This is an optimization exercise on Yosys and OpenROAD, whose aim is small area, a short achievable clock period and few clock cycles per item, not a production implementation. At most, simulation tests tie the RTL to the original design; equivalence was not proved. No activity file was given, so power comes from the tool's default toggle rates.

## riscv_multicycle
module riscv_multicycle #(
  parameter int unsigned  N        = 32,
  parameter logic [N-1:0] RESET_PC = '0
) (
  input  logic                clk,
  input  logic                rst,
  output logic                mem_req,
  output logic                mem_we,
  output logic [N-1:0]        mem_addr,
  output logic [N-1:0]        mem_wdata,
  input  logic [N-1:0]        mem_rdata,
  input  logic                mem_ready,
  output logic                retire,
  output logic                trap,
  output logic [N-1:0]        pc_out
);
export LEC_CHECK = 0
export CAP_MARGIN = 20
export CELL_PAD_IN_SITES_DETAIL_PLACEMENT = 1
export CORE_MARGIN = 2
export CORE_UTILIZATION = 30
export PLACE_DENSITY = 0.4
export SETUP_SLACK_MARGIN = 4.65
export SLEW_MARGIN = 20
export SYNTH_HIERARCHICAL = 1
export TNS_END_PERCENT = 10
create_clock -name core_clock -period 9.0 [get_ports {clk}]
run.sh (not shown) runs the stock make flow with config.mk's settings and CLKGATE_MAP_FILE= SYNTH_SCRIPT=/design/flow/synth_recipe.tcl, a recipe that flattens the netlist after the stock synthesis.
Testbench counts at the start, summed over its fixed seeds: cycles 90,854, retired 72,013.
Then changed:
--- a/flow/design.v
+++ b/flow/design.v
@@ -24,16 +24,13 @@
   logic [N-1:0] r_tgt;     
   logic [11:0]  r_dlo;     
   logic [N-13:0] r_dhi;    
   logic [N-13:0] r_dalt;   
   logic         r_dsel;    
   logic         r_take;    
-  logic [N-1:0] r_a;       
-  logic [N-1:0] r_b;       
   logic [N-1:0] r_p, r_g;  
-  logic [11:0]  r_imm;     
   logic [4:0]   r_rd;
   logic         r_ld, r_jal, r_wb, r_sub, r_and, r_or, r_slt;
   logic         r_ag;      
   logic         r_dm;      
   logic         r_we;      
   logic         r_ret;     
@@ -53,13 +50,13 @@
     .m(r_dm), .dsel(r_dsel), .dlo(r_dlo), .dhi(r_dhi), .dalt(r_dalt),
     .t(r_take), .x(r_tgt), .y(r_pc4), .q(w_fa)
   );
   assign mem_req   = ~r_ill & ~r_ag;
   assign mem_we    = r_we;
   assign mem_addr  = w_fa;
-  assign mem_wdata = r_b;
+  assign mem_wdata = r_g;
   assign retire    = r_ret;
   assign trap      = r_ill;
   assign pc_out    = r_pc4;
   logic w_facc, w_dacc;
   assign w_facc = mem_ready & ~r_dm & ~r_ill;
   assign w_dacc = mem_ready & r_dm & ~r_ag;
@@ -80,44 +77,46 @@
   assign d_r     = (d_op == OP_R) && (((d_f7 == 7'b0000000) && d_alu3) ||
                                       ((d_f7 == 7'b0100000) && (d_f3 == 3'b000)));
   assign d_i     = (d_op == OP_IMM) && d_alu3;
   assign d_br    = (d_op == OP_BRANCH) && (d_f3 == 3'b000);
   assign d_jal   = (d_op == OP_JAL);
   assign d_legal = d_ld | d_st | d_r | d_i | d_br | d_jal;
+  logic d_kmem;
+  assign d_kmem = ~d_op[6] & ~d_op[4];    
   assign d_immi = {{(N-12){mem_rdata[31]}}, mem_rdata[31:20]};
   assign d_imms = {{(N-12){mem_rdata[31]}}, mem_rdata[31:25], mem_rdata[11:7]};
   assign d_immb = {{(N-13){mem_rdata[31]}}, mem_rdata[31], mem_rdata[7], mem_rdata[30:25],
                    mem_rdata[11:8], 1'b0};
   assign d_immj = {{(N-21){mem_rdata[31]}}, mem_rdata[31], mem_rdata[19:12], mem_rdata[20],
                    mem_rdata[30:21], 1'b0};
   logic         w_fwd1, w_fwd2, w_haz;
   logic [N-1:0] w_rfa, w_rfb, w_opa, w_opb;
   assign w_fwd1 = r_wb && (d_rs1 == r_rd);
   assign w_fwd2 = r_wb && (d_rs2 == r_rd);
   assign w_haz  = (d_ld | d_st) && w_fwd1;
   rv_rdport #(.N(N)) u_rda (
-    .sel(d_rs1), .valid(r_v), .regs(w_rf), .ovr(r_ag), .alt(r_a), .q(w_rfa)
+    .sel(d_rs1), .valid(r_v), .regs(w_rf), .ovr(r_ag), .alt(r_p), .q(w_rfa)
   );
   rv_rdport #(.N(N)) u_rdb (
     .sel(d_rs2), .valid(r_v), .regs(w_rf), .ovr(1'b0), .alt({N{1'b0}}), .q(w_rfb)
   );
   assign w_opa = w_fwd1 ? w_res : w_rfa;
   assign w_opb = w_fwd2 ? w_res : w_rfb;
   logic         d_sub;
   logic [N-1:0] w_bsel, w_bx;
   assign d_sub  = (d_r && d_f7[5] && (d_f3 == 3'b000)) || ((d_r || d_i) && (d_f3 == 3'b010));
-  assign w_bsel = d_i ? d_immi : w_opb;
+  assign w_bsel = d_i ? d_immi : (d_kmem ? {N{1'b0}} : w_opb);
   assign w_bx   = d_sub ? ~w_bsel : w_bsel;
   logic [N-1:0] w_tgt;
   logic [11:0]  w_dlo;
   logic [N-13:0] w_dalt;
   logic         w_dsel;
   logic [11:0]  w_offs;
   logic         w_eq;
   always_comb begin
-    if (r_ag)          w_offs = r_imm;
+    if (r_ag)          w_offs = r_dhi[11:0];
     else if (d_op[5])  w_offs = d_imms[11:0];
     else               w_offs = d_immi[11:0];
   end
   assign w_tgt = w_fa + (d_op[2] ? d_immj : d_immb);
   rv_agen #(.N(N)) u_dad (.a(w_rfa), .off(w_offs), .lo(w_dlo), .alt(w_dalt), .sel(w_dsel));
   rv_eq   #(.N(N)) u_eq  (.a(w_opa), .b(w_opb), .eq(w_eq));
@@ -134,23 +133,20 @@
     else
       for (int k = 1; k < 32; k++)
         if (w_we && r_rd == 5'(k)) r_v[k] <= 1'b1;
   end
   always_ff @(posedge clk) begin
     if (w_facc) begin
-      r_a   <= w_opa;
-      r_b   <= w_bsel;
       r_p   <= w_opa ^ w_bx;
-      r_g   <= w_opa & w_bx;
-      r_imm <= w_offs;
+      r_g   <= d_kmem ? w_opb : (w_opa & w_bx);
       r_rd  <= d_rd;
       r_tgt <= w_tgt;
     end
     if (w_facc | r_ag) begin
       r_dlo  <= w_dlo;
-      r_dhi  <= w_rfa[N-1:12];
+      r_dhi  <= {w_rfa[N-1:24], (w_haz & ~r_ag) ? w_offs : w_rfa[23:12]};
       r_dalt <= w_dalt;
       r_dsel <= w_dsel;
     end
   end
   always_ff @(posedge clk or negedge rst) begin
     if (!rst) begin
Sequential share of layout area came out lower by 1.8 points.
Area after synthesis came out lower by 3.5%.
Routed wire length came out higher by 5.9%.
Cell count came out lower by 1.1%.
Setup slack loses 0.17 ns.
Fmax came out lower by 3.6%.
Final area came out lower by 2.6%.
No functional check of the RTL was part of the second run of this note.

* * *

riscv_multicycle, a different RTL version from the one above (not shown whole).
For scale: ~4400 cells after synthesis, ~1200 flip-flops, roughly 140 I/O pins.
Settings: LEC_CHECK=0, CAP_MARGIN=20, CELL_PAD_IN_SITES_DETAIL_PLACEMENT=1, CORE_MARGIN=2, CORE_UTILIZATION=30, PLACE_DENSITY=0.4, SETUP_SLACK_MARGIN=4.8, SLEW_MARGIN=20, SYNTH_HIERARCHICAL=1, TNS_END_PERCENT=10; clock period 9.0 ns.
Testbench counts at the start, summed over its fixed seeds: cycles 90,854, retired 72,013.
Rerun with:
--- a/flow/design.v
+++ b/flow/design.v
@@ -20,20 +20,22 @@
   localparam logic [6:0] OP_IMM    = 7'b0010011;
   localparam logic [6:0] OP_BRANCH = 7'b1100011;
   localparam logic [6:0] OP_JAL    = 7'b1101111;
   logic [N-1:0] r_pc4;     
   logic [N-1:0] r_tgt;     
   logic [11:0]  r_dlo;     
   logic [N-13:0] r_dhi;    
   logic [N-13:0] r_dalt;   
   logic         r_dsel;    
   logic         r_take;    
+  logic [N-1:0] r_a;       
+  logic [N-1:0] r_b;       
   logic [N-1:0] r_p, r_g;  
   logic [11:0]  r_imm;     
   logic [4:0]   r_rd;
   logic         r_ld, r_jal, r_wb, r_sub, r_and, r_or, r_slt;
   logic         r_ag;      
   logic         r_dm;      
   logic         r_we;      
   logic         r_ret;     
   logic         r_ill;     
   logic [N-1:0] r_rf [1:31];
@@ -47,21 +49,21 @@
     .op_jal(r_jal), .pc4(r_pc4), .res(w_res)
   );
   logic [N-1:0] w_fa;      
   rv_bus #(.N(N)) u_bus (
     .m(r_dm), .dsel(r_dsel), .dlo(r_dlo), .dhi(r_dhi), .dalt(r_dalt),
     .t(r_take), .x(r_tgt), .y(r_pc4), .q(w_fa)
   );
   assign mem_req   = ~r_ill & ~r_ag;
   assign mem_we    = r_we;
   assign mem_addr  = w_fa;
-  assign mem_wdata = r_g;
+  assign mem_wdata = r_b;
   assign retire    = r_ret;
   assign trap      = r_ill;
   assign pc_out    = r_pc4;
   logic w_facc, w_dacc;
   assign w_facc = mem_ready & ~r_dm & ~r_ill;
   assign w_dacc = mem_ready & r_dm & ~r_ag;
   logic [6:0] d_op, d_f7;
   logic [2:0] d_f3;
   logic [4:0] d_rd, d_rs1, d_rs2;
   logic       d_ld, d_st, d_r, d_i, d_br, d_jal, d_alu3, d_legal;
@@ -74,45 +76,43 @@
   assign d_f7  = mem_rdata[31:25];
   assign d_alu3  = (d_f3 == 3'b000) || (d_f3 == 3'b111) || (d_f3 == 3'b110) || (d_f3 == 3'b010);
   assign d_ld    = (d_op == OP_LOAD)  && (d_f3 == 3'b010);
   assign d_st    = (d_op == OP_STORE) && (d_f3 == 3'b010);
   assign d_r     = (d_op == OP_R) && (((d_f7 == 7'b0000000) && d_alu3) ||
                                       ((d_f7 == 7'b0100000) && (d_f3 == 3'b000)));
   assign d_i     = (d_op == OP_IMM) && d_alu3;
   assign d_br    = (d_op == OP_BRANCH) && (d_f3 == 3'b000);
   assign d_jal   = (d_op == OP_JAL);
   assign d_legal = d_ld | d_st | d_r | d_i | d_br | d_jal;
-  logic d_kmem;
-  assign d_kmem = ~d_op[6] & ~d_op[4];    
   assign d_immi = {{(N-12){mem_rdata[31]}}, mem_rdata[31:20]};
   assign d_imms = {{(N-12){mem_rdata[31]}}, mem_rdata[31:25], mem_rdata[11:7]};
   assign d_immb = {{(N-13){mem_rdata[31]}}, mem_rdata[31], mem_rdata[7], mem_rdata[30:25],
                    mem_rdata[11:8], 1'b0};
   assign d_immj = {{(N-21){mem_rdata[31]}}, mem_rdata[31], mem_rdata[19:12], mem_rdata[20],
                    mem_rdata[30:21], 1'b0};
   logic         w_fwd1, w_fwd2, w_haz;
   logic [N-1:0] w_rfa, w_rfb, w_opa, w_opb;
   assign w_fwd1 = r_wb && (d_rs1 == r_rd);
   assign w_fwd2 = r_wb && (d_rs2 == r_rd);
   assign w_haz  = (d_ld | d_st) && w_fwd1;
   rv_rdport #(.N(N)) u_rda (
-    .sel(d_rs1), .valid(r_v), .regs(w_rf), .ovr(r_ag), .alt(r_p), .q(w_rfa)
+    .sel(d_rs1), .valid(r_v), .regs(w_rf), .ovr(r_ag), .alt(r_a), .q(w_rfa)
   );
   rv_rdport #(.N(N)) u_rdb (
     .sel(d_rs2), .valid(r_v), .regs(w_rf), .ovr(1'b0), .alt({N{1'b0}}), .q(w_rfb)
   );
   assign w_opa = w_fwd1 ? w_res : w_rfa;
   assign w_opb = w_fwd2 ? w_res : w_rfb;
   logic         d_sub;
   logic [N-1:0] w_bsel, w_bx;
   assign d_sub  = (d_r && d_f7[5] && (d_f3 == 3'b000)) || ((d_r || d_i) && (d_f3 == 3'b010));
-  assign w_bsel = d_i ? d_immi : (d_kmem ? {N{1'b0}} : w_opb);
+  assign w_bsel = d_i ? d_immi : w_opb;
   assign w_bx   = d_sub ? ~w_bsel : w_bsel;
   logic [N-1:0] w_tgt;
   logic [11:0]  w_dlo;
   logic [N-13:0] w_dalt;
   logic         w_dsel;
   logic [11:0]  w_offs;
   logic         w_eq;
   always_comb begin
     if (r_ag)          w_offs = r_imm;
     else if (d_op[5])  w_offs = d_imms[11:0];
@@ -130,22 +130,24 @@
       if (w_we && r_rd == 5'(k)) r_rf[k] <= w_wd;
   end
   always_ff @(posedge clk or negedge rst) begin
     if (!rst) r_v <= '0;
     else
       for (int k = 1; k < 32; k++)
         if (w_we && r_rd == 5'(k)) r_v[k] <= 1'b1;
   end
   always_ff @(posedge clk) begin
     if (w_facc) begin
+      r_a   <= w_opa;
+      r_b   <= w_bsel;
       r_p   <= w_opa ^ w_bx;
-      r_g   <= d_kmem ? w_opb : (w_opa & w_bx);
+      r_g   <= w_opa & w_bx;
       r_imm <= w_offs;
       r_rd  <= d_rd;
       r_tgt <= w_tgt;
     end
     if (w_facc | r_ag) begin
       r_dlo  <= w_dlo;
       r_dhi  <= w_rfa[N-1:12];
       r_dalt <= w_dalt;
       r_dsel <= w_dsel;
     end
The new run finished with timing, DRC and antenna clean.
Worst setup slack improved by 0.033 ns.
Sequential share of layout area climbs by 2.0 points.
Final area rose by 1.1%.
Total power came out lower by 9.9%.
Routed wire length went down by 4.7%.
Testbench counts after the change, summed over its fixed seeds: cycles 90,854, retired 72,013.

* * *

Another version of the RTL of riscv_multicycle (not shown whole).
Size in the first run: about 1300 flip-flops, about 140 I/O pins, ~63000 µm² of cells after synthesis.
Settings: LEC_CHECK=0, CAP_MARGIN=20, CELL_PAD_IN_SITES_DETAIL_PLACEMENT=1, CORE_MARGIN=2, CORE_UTILIZATION=30, PLACE_DENSITY=0.4, SETUP_SLACK_MARGIN=4.5, SLEW_MARGIN=20, SYNTH_HIERARCHICAL=1, TNS_END_PERCENT=10; clock period 9.0 ns.
Rerun with:
--- a/flow/design.v
+++ b/flow/design.v
@@ -114,30 +114,19 @@
   logic [11:0]  w_offs;
   logic         w_eq;
   always_comb begin
     if (r_ag)          w_offs = r_imm;
     else if (d_op[5])  w_offs = d_imms[11:0];
     else               w_offs = d_immi[11:0];
   end
   assign w_tgt = w_fa + (d_op[2] ? d_immj : d_immb);
   rv_agen #(.N(N)) u_dad (.a(w_rfa), .off(w_offs), .lo(w_dlo), .alt(w_dalt), .sel(w_dsel));
-  logic w_eq0, w_eq1, w_eq2;
-  rv_eq   #(.N(N)) u_eq0 (.a(w_rfa), .b(w_rfb), .eq(w_eq0));
-  rv_eq   #(.N(N)) u_eq1 (.a(w_res), .b(w_rfb), .eq(w_eq1));
-  rv_eq   #(.N(N)) u_eq2 (.a(w_rfa), .b(w_res), .eq(w_eq2));
-  always_comb begin
-    case ({w_fwd1, w_fwd2})
-      2'b00:   w_eq = w_eq0;
-      2'b10:   w_eq = w_eq1;
-      2'b01:   w_eq = w_eq2;
-      default: w_eq = 1'b1;
-    endcase
-  end
+  rv_eq   #(.N(N)) u_eq  (.a(w_opa), .b(w_opb), .eq(w_eq));
   logic         w_we;
   logic [N-1:0] w_wd;
   assign w_we = r_wb | (r_ld & w_dacc);
   assign w_wd = r_dm ? mem_rdata : w_res;
   always_ff @(posedge clk) begin
     for (int k = 1; k < 32; k++)
       if (w_we && r_rd == 5'(k)) r_rf[k] <= w_wd;
   end
   always_ff @(posedge clk or negedge rst) begin
Final cell count came out lower by a few percent.
Total power came out lower by roughly a tenth.
Die area came out lower slightly.
Maximum frequency came out higher by a few percent.
Clock power came out lower slightly.
Utilization came out lower by 0.55 points.
First-iteration DRC count came out lower by about a fifth.
Hold slack barely changes.
Global-route usage came out lower by 2.4 points.
Synthesized area came out lower slightly.
Setup slack improves by 0.14 ns.
Testbench counts after the change, summed over its fixed seeds: cycles 90,854, retired 72,013.
No functional check of the RTL was part of the first run of this note.

==> static timing again, ports no longer ideal <==
No port has a modelled driver above. Below, the same layouts with a new extraction and two added sets of constraints. Step 1 (the two cells are an assumption about what drives the block):
set clk [get_ports {clk}]
set_driving_cell -lib_cell sky130_fd_sc_hd__clkbuf_16 $clk
set_driving_cell -lib_cell sky130_fd_sc_hd__buf_2 [delete_from_list [all_inputs] $clk]
Step 2 also shifts input and output timing later by t, the mid clock arrival at the registers, as if the neighbouring blocks saw the same clock. Three values: ideal, step 1, step 2; two values: the first two.
run | t (ns) | setup slack, ns | worst setup path at the end | worst slew at a driven data input, ns | pins driven straight from the clock port
the first run of note 1 | 0.888 | 4.462 / 4.443 / 3.604 | input to register | 0.10 | 1
the second run of note 1 | 0.884 | 4.293 / 4.350 / 3.466 | input to register | 0.05 | 1
the first run of note 2 | 0.886 | 4.458 / 4.493 / 3.607 | input to register | 0.07 | 1
the second run of note 2 | 0.897 | 4.490 / 4.486 / 3.658 | input to register | 0.10 | 1
the first run of note 3 | 0.898 | 4.207 / 4.259 / 3.361 | input to register | 0.09 | 1
the second run of note 3 | 0.885 | 4.342 / 4.389 / 3.517 | input to register | 0.10 | 1
After both steps every run listed still meets setup and hold. The setup slack of the first run of note 1, which loses most, moves by -0.019 ns with the drivers and by -0.858 ns with both steps.
